Context: an optimization exercise on an open-source flow, tuned for small area, a short achievable clock period and few clock cycles per item. The choices shown serve that exercise and are no tape-out recipe.
In this exercise RTL edits were held to simulation tests only and were not proved equivalent to the original.

## run.sh

```bash
#!/bin/bash
# synth_recipe.tcl (not shown) runs the flow's synth.tcl, then flattens the netlist and writes it again
# the make line also repeats each setting of config.mk as NAME=value (left out here)
make -C /OpenROAD-flow-scripts/flow DESIGN_CONFIG=/design/flow/config.mk WORK_HOME=/design/flow/orfs CLKGATE_MAP_FILE= SYNTH_SCRIPT=/design/flow/synth_recipe.tcl finish
```

## config.mk

```make
export PLATFORM = sky130hd
export DESIGN_NAME = sw_top
export DESIGN_NICKNAME = sw_top
export VERILOG_FILES = /design/flow/design.v
export SDC_FILE = /design/flow/constraint.sdc
export NUM_CORES = 4
export LEC_CHECK = 0
export CAP_MARGIN = 20
export CORE_MARGIN = 2
export CORE_UTILIZATION = 40
export SLEW_MARGIN = 20
```

## constraint.sdc

```tcl
create_clock -name core_clock -period 7.5 [get_ports {clk}]
set_input_delay 1.5000 -clock core_clock [delete_from_list [all_inputs] [get_ports {clk}]]
set_output_delay 1.5000 -clock core_clock [all_outputs]
set_load 0.01 [all_outputs]
```

## design.v

```verilog
package sw_pkg;
    typedef logic [1:0] base_t;
    typedef logic signed [8-1:0] score_t;
    localparam int RIDX_W = $clog2(16);
    localparam int QIDX_W = $clog2(24);
    typedef logic [RIDX_W-1:0] ref_idx_t;
    typedef logic [QIDX_W-1:0] query_idx_t;
    typedef enum logic [2:0] {
        IDLE,
        LOAD,
        DRAIN,
        SCAN,
        DONE
    } seq_state_t;
endpackage
`timescale 1ns/1ps
module sw_sequencer (
    input  logic                                   clk,
    input  logic                                   reset,
    input  logic                                   i_valid,
    input  sw_pkg::base_t                          i_ref_base,
    input  sw_pkg::base_t                          i_query_base,
    output logic                                   o_feed_valid,
    output sw_pkg::base_t                          o_feed_query,
    output sw_pkg::query_idx_t                     o_feed_idx,
    output logic [16-1:0][1:0]            o_ref_bases,
    output logic                                   o_clear,
    output logic                                   o_scan,
    output logic                                   o_finish
);
    localparam int CNT_W      = $clog2(((24) + 2 * (16) + 2) + 1);
    localparam int LOAD_LAST  = 24 - 1;
    localparam int DRAIN_LAST = 24 + 16 + 1;
    localparam int SCAN_LAST  = DRAIN_LAST + 16;
    sw_pkg::seq_state_t state;
    logic [CNT_W-1:0]   cnt;
    logic               start;
    logic               capture;
    logic               cap_valid;
    logic               feed_valid;
    logic               clear;
    sw_pkg::base_t      cap_query;
    sw_pkg::base_t      feed_query;
    sw_pkg::query_idx_t cap_idx;
    sw_pkg::query_idx_t feed_idx;
    logic [16-1:0][1:0] ref_bank;
    assign start   = i_valid && (state == sw_pkg::IDLE || state == sw_pkg::DONE);
    assign capture = start || (state == sw_pkg::LOAD);
    always_ff @(posedge clk or posedge reset) begin
        if (reset) begin
            state <= sw_pkg::IDLE;
            cnt   <= '0;
        end else begin
            case (state)
                sw_pkg::LOAD: begin
                    cnt <= cnt + 1'b1;
                    if (cnt == CNT_W'(LOAD_LAST)) begin
                        state <= sw_pkg::DRAIN;
                    end
                end
                sw_pkg::DRAIN: begin
                    cnt <= cnt + 1'b1;
                    if (cnt == CNT_W'(DRAIN_LAST)) begin
                        state <= sw_pkg::SCAN;
                    end
                end
                sw_pkg::SCAN: begin
                    cnt <= cnt + 1'b1;
                    if (cnt == CNT_W'(SCAN_LAST)) begin
                        state <= sw_pkg::DONE;
                    end
                end
                default: begin
                    if (start) begin
                        state <= sw_pkg::LOAD;
                        cnt   <= CNT_W'(1);
                    end else begin
                        state <= sw_pkg::IDLE;
                        cnt   <= '0;
                    end
                end
            endcase
        end
    end
    always_ff @(posedge clk or posedge reset) begin
        if (reset) begin
            cap_valid  <= 1'b0;
            feed_valid <= 1'b0;
            clear      <= 1'b0;
        end else begin
            cap_valid  <= capture;
            feed_valid <= cap_valid;
            clear      <= start;
        end
    end
    always_ff @(posedge clk) begin
        if (capture) begin
            cap_query <= i_query_base;
            cap_idx   <= start ? '0 : sw_pkg::query_idx_t'(cnt);
        end
        feed_query <= cap_query;
        feed_idx   <= cap_idx;
        if (start) begin
            ref_bank[0] <= i_ref_base;
        end else if (state == sw_pkg::LOAD && cnt < 16) begin
            ref_bank[sw_pkg::ref_idx_t'(cnt)] <= i_ref_base;
        end
    end
    assign o_feed_valid = feed_valid;
    assign o_feed_query = feed_query;
    assign o_feed_idx   = feed_idx;
    assign o_ref_bases  = ref_bank;
    assign o_clear  = clear;
    assign o_scan   = (state == sw_pkg::SCAN);
    assign o_finish = (state == sw_pkg::DONE);
endmodule
`timescale 1ns/1ps
module sw_pe (
    input  logic               clk,
    input  logic               reset,
    input  logic               i_clear,
    input  logic               i_valid,
    input  sw_pkg::base_t      i_query_base,
    input  sw_pkg::query_idx_t i_query_idx,
    input  sw_pkg::base_t      i_ref_base,
    input  sw_pkg::score_t     i_diag_align,
    input  sw_pkg::score_t     i_top_align,
    input  sw_pkg::score_t     i_top_insert,
    output logic               o_valid,
    output sw_pkg::base_t      o_query_base,
    output sw_pkg::query_idx_t o_query_idx,
    output sw_pkg::score_t     o_align,
    output sw_pkg::score_t     o_insert,
    output sw_pkg::score_t     o_align_prev
);
    localparam sw_pkg::score_t MATCH      = 2;
    localparam sw_pkg::score_t MISMATCH   = (-1);
    localparam sw_pkg::score_t GAP_OPEN   = 2;
    localparam sw_pkg::score_t GAP_EXTEND = 1;
    localparam sw_pkg::score_t BOUND_GAP  = -1;
    sw_pkg::score_t delete_q;
    sw_pkg::score_t subst;
    sw_pkg::score_t diag_sum;
    sw_pkg::score_t ins_open;
    sw_pkg::score_t ins_ext;
    sw_pkg::score_t del_open;
    sw_pkg::score_t del_ext;
    sw_pkg::score_t ins_nxt;
    sw_pkg::score_t del_nxt;
    sw_pkg::score_t align_nxt;
    always_comb begin
        subst    = (i_query_base == i_ref_base) ? MATCH : MISMATCH;
        diag_sum = i_diag_align + subst;
        ins_open = i_top_align - GAP_OPEN;
        ins_ext  = i_top_insert - GAP_EXTEND;
        del_open = o_align - GAP_OPEN;
        del_ext  = delete_q - GAP_EXTEND;
        ins_nxt  = (ins_open > ins_ext) ? ins_open : ins_ext;
        del_nxt  = (del_open > del_ext) ? del_open : del_ext;
        align_nxt = diag_sum;
        if (ins_nxt > align_nxt) begin
            align_nxt = ins_nxt;
        end
        if (del_nxt > align_nxt) begin
            align_nxt = del_nxt;
        end
        if (align_nxt < 0) begin
            align_nxt = '0;
        end
    end
    always_ff @(posedge clk or posedge reset) begin
        if (reset) begin
            o_valid      <= 1'b0;
            o_align      <= '0;
            o_insert     <= BOUND_GAP;
            delete_q     <= BOUND_GAP;
            o_align_prev <= '0;
        end else if (i_clear) begin
            o_valid      <= 1'b0;
            o_align      <= '0;
            o_insert     <= BOUND_GAP;
            delete_q     <= BOUND_GAP;
            o_align_prev <= '0;
        end else begin
            o_valid <= i_valid;
            if (i_valid) begin
                o_align      <= align_nxt;
                o_insert     <= ins_nxt;
                delete_q     <= del_nxt;
                o_align_prev <= o_align;
            end
        end
    end
    always_ff @(posedge clk) begin
        o_query_base <= i_query_base;
        o_query_idx  <= i_query_idx;
    end
endmodule
`timescale 1ns/1ps
module sw_pe_array (
    input  logic                                            clk,
    input  logic                                            reset,
    input  logic                                            i_feed_valid,
    input  sw_pkg::base_t                                   i_feed_query,
    input  sw_pkg::query_idx_t                              i_feed_idx,
    input  logic [16-1:0][1:0]                     i_ref_bases,
    input  logic                                            i_clear,
    output logic [16-1:0][8-1:0]         o_align,
    output logic [16-1:0]                          o_valid,
    output logic [16-1:0][sw_pkg::QIDX_W-1:0] o_query_idx
);
    localparam sw_pkg::score_t BOUND_ALIGN = '0;
    localparam sw_pkg::score_t BOUND_GAP   = -1;
    logic               valid_c  [16];
    sw_pkg::base_t      base_c   [16];
    sw_pkg::query_idx_t idx_c    [16];
    sw_pkg::score_t     align_c  [16];
    sw_pkg::score_t     insert_c [16];
    sw_pkg::score_t     prev_c   [16];
    for (genvar j = 0; j < 16; j++) begin : g_cell
        logic               in_valid;
        sw_pkg::base_t      in_base;
        sw_pkg::query_idx_t in_idx;
        sw_pkg::score_t     top_align;
        sw_pkg::score_t     top_insert;
        sw_pkg::score_t     diag_align;
        if (j == 0) begin : g_head
            assign in_valid   = i_feed_valid;
            assign in_base    = i_feed_query;
            assign in_idx     = i_feed_idx;
            assign top_align  = BOUND_ALIGN;
            assign top_insert = BOUND_GAP;
            assign diag_align = BOUND_ALIGN;
        end else begin : g_body
            assign in_valid   = valid_c[j-1];
            assign in_base    = base_c[j-1];
            assign in_idx     = idx_c[j-1];
            assign top_align  = align_c[j-1];
            assign top_insert = insert_c[j-1];
            assign diag_align = prev_c[j-1];
        end
        sw_pe u_pe (
            .clk          (clk),
            .reset        (reset),
            .i_clear      (i_clear),
            .i_valid      (in_valid),
            .i_query_base (in_base),
            .i_query_idx  (in_idx),
            .i_ref_base   (i_ref_bases[j]),
            .i_diag_align (diag_align),
            .i_top_align  (top_align),
            .i_top_insert (top_insert),
            .o_valid      (valid_c[j]),
            .o_query_base (base_c[j]),
            .o_query_idx  (idx_c[j]),
            .o_align      (align_c[j]),
            .o_insert     (insert_c[j]),
            .o_align_prev (prev_c[j])
        );
        assign o_align[j]     = align_c[j];
        assign o_valid[j]     = valid_c[j];
        assign o_query_idx[j] = idx_c[j];
    end
endmodule
`timescale 1ns/1ps
module sw_max_tracker (
    input  logic                                                   clk,
    input  logic                                                   reset,
    input  logic                                                   i_clear,
    input  logic                                                   i_scan,
    input  logic [16-1:0][8-1:0]                i_align,
    input  logic [16-1:0]                                 i_valid,
    input  logic [16-1:0][sw_pkg::QIDX_W-1:0] i_query_idx,
    output sw_pkg::score_t                                         o_max,
    output logic [sw_pkg::RIDX_W:0]                      o_pos_ref,
    output logic [sw_pkg::QIDX_W:0]                    o_pos_query
);
    localparam sw_pkg::ref_idx_t LAST_PE = sw_pkg::ref_idx_t'(16 - 1);
    logic [16-1:0][8-1:0]                col_best;
    logic [16-1:0][sw_pkg::QIDX_W-1:0] col_qidx;
    sw_pkg::ref_idx_t   ptr;
    sw_pkg::score_t     best_score;
    sw_pkg::ref_idx_t   best_ref;
    sw_pkg::query_idx_t best_qidx;
    sw_pkg::score_t     ptr_score;
    sw_pkg::score_t     nxt_score;
    sw_pkg::ref_idx_t   nxt_ref;
    sw_pkg::query_idx_t nxt_qidx;
    logic               take;
    always_ff @(posedge clk) begin
        for (int j = 0; j < 16; j++) begin
            if (i_clear) begin
                col_best[j] <= '0;
                col_qidx[j] <= '0;
            end else if (i_valid[j] && $signed(i_align[j]) > $signed(col_best[j])) begin
                col_best[j] <= i_align[j];
                col_qidx[j] <= i_query_idx[j];
            end
        end
    end
    assign ptr_score = col_best[ptr];
    assign take      = i_scan && (ptr_score > best_score);
    assign nxt_score = take ? ptr_score : best_score;
    assign nxt_ref   = take ? ptr : best_ref;
    assign nxt_qidx  = take ? col_qidx[ptr] : best_qidx;
    always_ff @(posedge clk) begin
        if (i_clear) begin
            best_score <= '0;
            best_ref   <= '0;
            best_qidx  <= '0;
        end else if (i_scan) begin
            best_score <= nxt_score;
            best_ref   <= nxt_ref;
            best_qidx  <= nxt_qidx;
        end
    end
    always_ff @(posedge clk or posedge reset) begin
        if (reset) begin
            ptr         <= '0;
            o_max       <= '0;
            o_pos_ref   <= '0;
            o_pos_query <= '0;
        end else begin
            ptr <= i_scan ? ptr + 1'b1 : '0;
            if (i_scan && ptr == LAST_PE) begin
                o_max       <= nxt_score;
                o_pos_ref   <= {1'b0, nxt_ref} + 1'b1;
                o_pos_query <= {1'b0, nxt_qidx} + 1'b1;
            end
        end
    end
endmodule
`timescale 1ns/1ps
module sw_top (
    input  logic                                clk,
    input  logic                                reset,
    input  logic                                i_valid,
    input  sw_pkg::base_t                       i_ref_base,
    input  sw_pkg::base_t                       i_query_base,
    output logic                                o_finish,
    output sw_pkg::score_t                      o_max,
    output logic [sw_pkg::RIDX_W:0]             o_pos_ref,
    output logic [sw_pkg::QIDX_W:0]             o_pos_query
);
    logic clear;
    logic scan;
    logic                                                   feed_valid;
    sw_pkg::base_t                                          feed_query;
    sw_pkg::query_idx_t                                     feed_idx;
    logic [16-1:0][1:0]                            ref_bases;
    logic [16-1:0][8-1:0]                align;
    logic [16-1:0]                                 valid;
    logic [16-1:0][sw_pkg::QIDX_W-1:0] query_idx;
    sw_sequencer u_sequencer (
        .clk          (clk),
        .reset        (reset),
        .i_valid      (i_valid),
        .i_ref_base   (i_ref_base),
        .i_query_base (i_query_base),
        .o_feed_valid (feed_valid),
        .o_feed_query (feed_query),
        .o_feed_idx   (feed_idx),
        .o_ref_bases  (ref_bases),
        .o_clear      (clear),
        .o_scan       (scan),
        .o_finish     (o_finish)
    );
    sw_pe_array u_pe_array (
        .clk          (clk),
        .reset        (reset),
        .i_feed_valid (feed_valid),
        .i_feed_query (feed_query),
        .i_feed_idx   (feed_idx),
        .i_ref_bases  (ref_bases),
        .i_clear      (clear),
        .o_align      (align),
        .o_valid      (valid),
        .o_query_idx  (query_idx)
    );
    sw_max_tracker u_max_tracker (
        .clk         (clk),
        .reset       (reset),
        .i_clear     (clear),
        .i_scan      (scan),
        .i_align     (align),
        .i_valid     (valid),
        .i_query_idx (query_idx),
        .o_max       (o_max),
        .o_pos_ref   (o_pos_ref),
        .o_pos_query (o_pos_query)
    );
endmodule
```

==> run summary <==
-- placed cells by master, fill, tap and decap left out, types with 37 or more instances in the layout --
master	n
o211ai_1	47
nand3_1	99
clkbuf_16	105
o21a_1	107
nor2b_1	107
xor2_1	136
nand2_1	371
a21o_1	88
mux2_2	70
mux2i_1	476
dfrtp_1	264
edfxtp_1	39
nand4_1	72
inv_1	541
o22a_1	98
dfxtp_1	326
o21ai_0	227
nand2b_1	86
a32o_1	37
nor2_1	803
ha_1	738
a21oi_1	422
mux4_2	60
dfstp_2	241
buf_4	90
nor3_1	98
xnor2_1	228
-- sequential cells by signal, summed over array words and instances, names as in the netlist, 5 cells and up --
name and cells:
u_max_tracker.best_qidx 5, u_max_tracker.best_score 8, u_max_tracker.col_best 112, u_max_tracker.col_qidx 80
u_max_tracker.o_max 8, u_max_tracker.o_pos_query 6, u_max_tracker.o_pos_ref 5, u_pe_array.g_cell.u_pe.delete_q 128
u_pe_array.g_cell.u_pe.o_align 112, u_pe_array.g_cell.u_pe.o_align_prev 105, u_pe_array.g_cell.u_pe.o_insert 113, u_pe_array.g_cell.u_pe.o_query_base 30
u_pe_array.g_cell.u_pe.o_query_idx 80, u_pe_array.g_cell.u_pe.o_valid 16, u_sequencer.cap_idx 5, u_sequencer.cnt 6
u_sequencer.feed_idx 5, u_sequencer.ref_bank 32
-- area by class of cell --
type                            instances  area, um2
Fill cell                           14200      82800
Multi-Input combinational cell       4863      37000
Sequential cell                       874      20700
Clock buffer                          129       2810
Tap cell                             2016       2520
Inverter                              545       2050
Timing Repair Buffer                  121       1040
Clock inverter                         63        875
-- timing repair --
item                       4_1_cts  5_1_grt
buffers inserted                 0       10
gates resized for setup          0       57
setup endpoints to repair        0       85
-- stage by stage --
| step | worst slack, ns | cells | util |
|---|---|---|---|
| after CTS | 0.00200 | 8600 | 0.445 |
| after floorplan | -0.714 | 6499 | - |
| after global routing | -0.0104 | 8611 | 0.447 |
| after global placement | 0.210 | 8408 | 0.420 |
| after detailed placement | 0.0479 | 8408 | 0.420 |
| final | 0.385 | 8611 | 0.447 |
-- layer usage --
| layer | vias up | track usage | wire length (um) |
|---|---|---|---|
| met5 | - | 0 | 0 |
| met4 | 0 | 0.0467 | 2920 |
| met3 | 179 | 0.0237 | 5220 |
| met2 | 739 | 0.330 | 71900 |
| met1 | 22500 | 0.285 | 76300 |
| li1 | 23000 | - | - |
-- how the worst max path moves through the flow --
stage	to	slack, ns
2_1_floorplan	u_max_tracker.o_max[0]$_DFFE_PP0P_	-0.71
3_3_place_gp	u_pe_array.g_cell[13].u_pe.o_align[1]$_DFFE_PP0P_	0.21
3_5_place_dp	u_pe_array.g_cell[13].u_pe.o_align[4]$_DFFE_PP0P_	0.05
4_1_cts	u_pe_array.g_cell[13].u_pe.o_align[1]$_DFFE_PP0P_	0.002
5_1_grt	u_pe_array.g_cell[4].u_pe.o_align[0]$_DFFE_PP0P_	-0.01
6_report	u_pe_array.g_cell[5].u_pe.o_align[1]$_DFFE_PP0P_	0.39
-- cell families after synthesis --
kind of cell	count (synthesis)
buf+inv	763
flops	874
fa+ha+maj	753
mux	622
xor+xnor	371
simple gates	1831
compound gates	1285
-- critical path: cells and delay by family (launching register included) --
family	cells	cell delay, ns
flops	1	0.38
xor+xnor	1	0.24
simple gates	9	1.36
compound gates	15	2.89
mux	1	0.35
buf+inv	3	0.47
fa+ha+maj	4	1.38
==> results_dict.tcl <==
set metrics [dict create \
    grt_pass1_wl_um 252000 \
    min_path_cells 0 \
    reg2reg_depth 33 \
    grtUsageTotal 0.202 \
    worstHoldEndpoint "u_pe_array.g_cell[14].u_pe.o_query_idx[0]$_DFF_P_" \
    wl_um 156000 \
    worstSetupStartpoint "u_pe_array.g_cell[4].u_pe.o_align[1]$_DFFE_PP0P_" \
    crit_path_start_kind "register" \
    yosysMostFrequentCell "nor2_1" \
    cp_max_fo 15 \
    io_pins 27 \
    fp.dieArea_um2 154000 \
    cp_slowest_stage_delay_ns 0.40 \
    drt-wirelength-per-cell_um 18.2 \
    async_reset_ff_frac 0.582 \
    gr-total-overflow 0 \
    hold_class "register to register" \
    syn_to_final_growth_pct 11.1 \
    r2r_slack_ns 0.39 \
    cts_buffer_depth 3 \
    hold_violations 0 \
    slowest_stage "maj3_2" \
    synthXorXnorAreaFrac 0.0541 \
    die_h_um 392 \
    ys_warn_count 10 \
    synth-simple-area-share 0.140 \
    root_buffer "clkbuf_16" \
    syn-num-nets 7244 \
    drt_iter0_drc 2544 \
    ys_types 97 \
    synth_area_leader_cell "ha_1" \
    synth_flop_cell "dfxtp_1" \
    nets 7251 \
    fp.dieW_um 392 \
    io_buffers 26 \
    clkLatencyLatePin_ns 0.76 \
    whs_ns 0.313 \
    finalSetupViolations 0 \
    dpl.hpwl_um 118000 \
    ctsHtreeMaxLevel 3 \
    postCtsHoldBufs 0 \
    synth.yosys.seq_area_share 0.344 \
    syn_area_per_cell_um2 9.28 \
    drv_cap 0 \
    synth.top_cell.area_share 0.153 \
    ant_nets 0 \
    synthMuxAreaShare 0.118 \
    firstDrtPassIters 6 \
    synth_common_cells "nor2_1 (803), ha_1 (738), inv_1 (544)" \
    core_area_um2 150000 \
    drc 0 \
    cp-end-kind "register" \
    worst_clock_skew_ns 0.0458 \
    vias 46400 \
    synthAdderAreaFrac 0.156 \
    slew_violations 0 \
    arrival_ns 7.78 \
    fmax_ghz 0.141 \
    drive_gt1_frac 0.117 \
    synth_area_leaders "ha_1 (15%), dfrtp_1 (11%), dfxtp_1 (11%)" \
    synth_compound_area_frac 0.140 \
    place_congestion 0.885 \
    cts_num_sinks 874 \
    path_class "register to register" \
    synthCells 6499 \
    grt_pass1_vias 45500 \
    synth_edf_count 39 \
    cts_tree "yes" \
    outcome "complete, no violations" \
    post-route-period-util 0.949 \
    setup_tns_ns 0 \
    place_area_um2 63000 \
    r2r_end "u_pe_array.g_cell[5].u_pe.o_align[1]$_DFFE_PP0P_" \
    grt_antenna_before_repair 0 \
    worst_pin_slew_ns 1.18 \
    required_ns 8.16 \
    hp-start "u_pe_array.g_cell[13].u_pe.o_query_idx[0]$_DFF_P_" \
    regToRegStartpoint "u_pe_array.g_cell[4].u_pe.o_align[1]$_DFFE_PP0P_" \
    fin_area_um2 67000 \
    clk_pin_slew_ns 0.06 \
    initial_core_util 0.403 \
    ys_ff_latch 874 \
    relSlewSlack 0.209 \
    rows 142 \
    diodes 0 \
    cts_buffers 101 \
    synth_area_um2 60300 \
    grt_max_degree 166 \
    via_per_inst 5.39 \
    timing.final.crit_period_ns 7.11 \
    synth_top_family_by_area "adder cells" \
]
Testbench counts, summed over its fixed seeds: cycles 18,560, runs 320.

-- re-timing with driven ports --
In the flow no input, the clock included, has a driving cell. The finished layout below was timed again as built, in two steps. Step 1 assumes that a clkbuf_16 drives the clock port and a buf_2 every other input. Step 2 also shifts input and output timing later by t, the mid clock arrival at the registers, as if the neighbouring blocks saw the same clock. a / b / c = ideal / step 1 / step 2; a / b = the first two.
t, ns: 0.810
setup WS [ns]: 0.385 / 0.385 / 0.385
worst hold slack (ns): 0.313 / 0.313 / 0.313
worst setup path after step 2: register to register
clock arrival spread, ns: 0.051 / 0.051
After both steps this run still meets setup and hold. For this run, drivers alone change the setup slack by 0.000 ns; drivers and shift together by 0.000 ns.
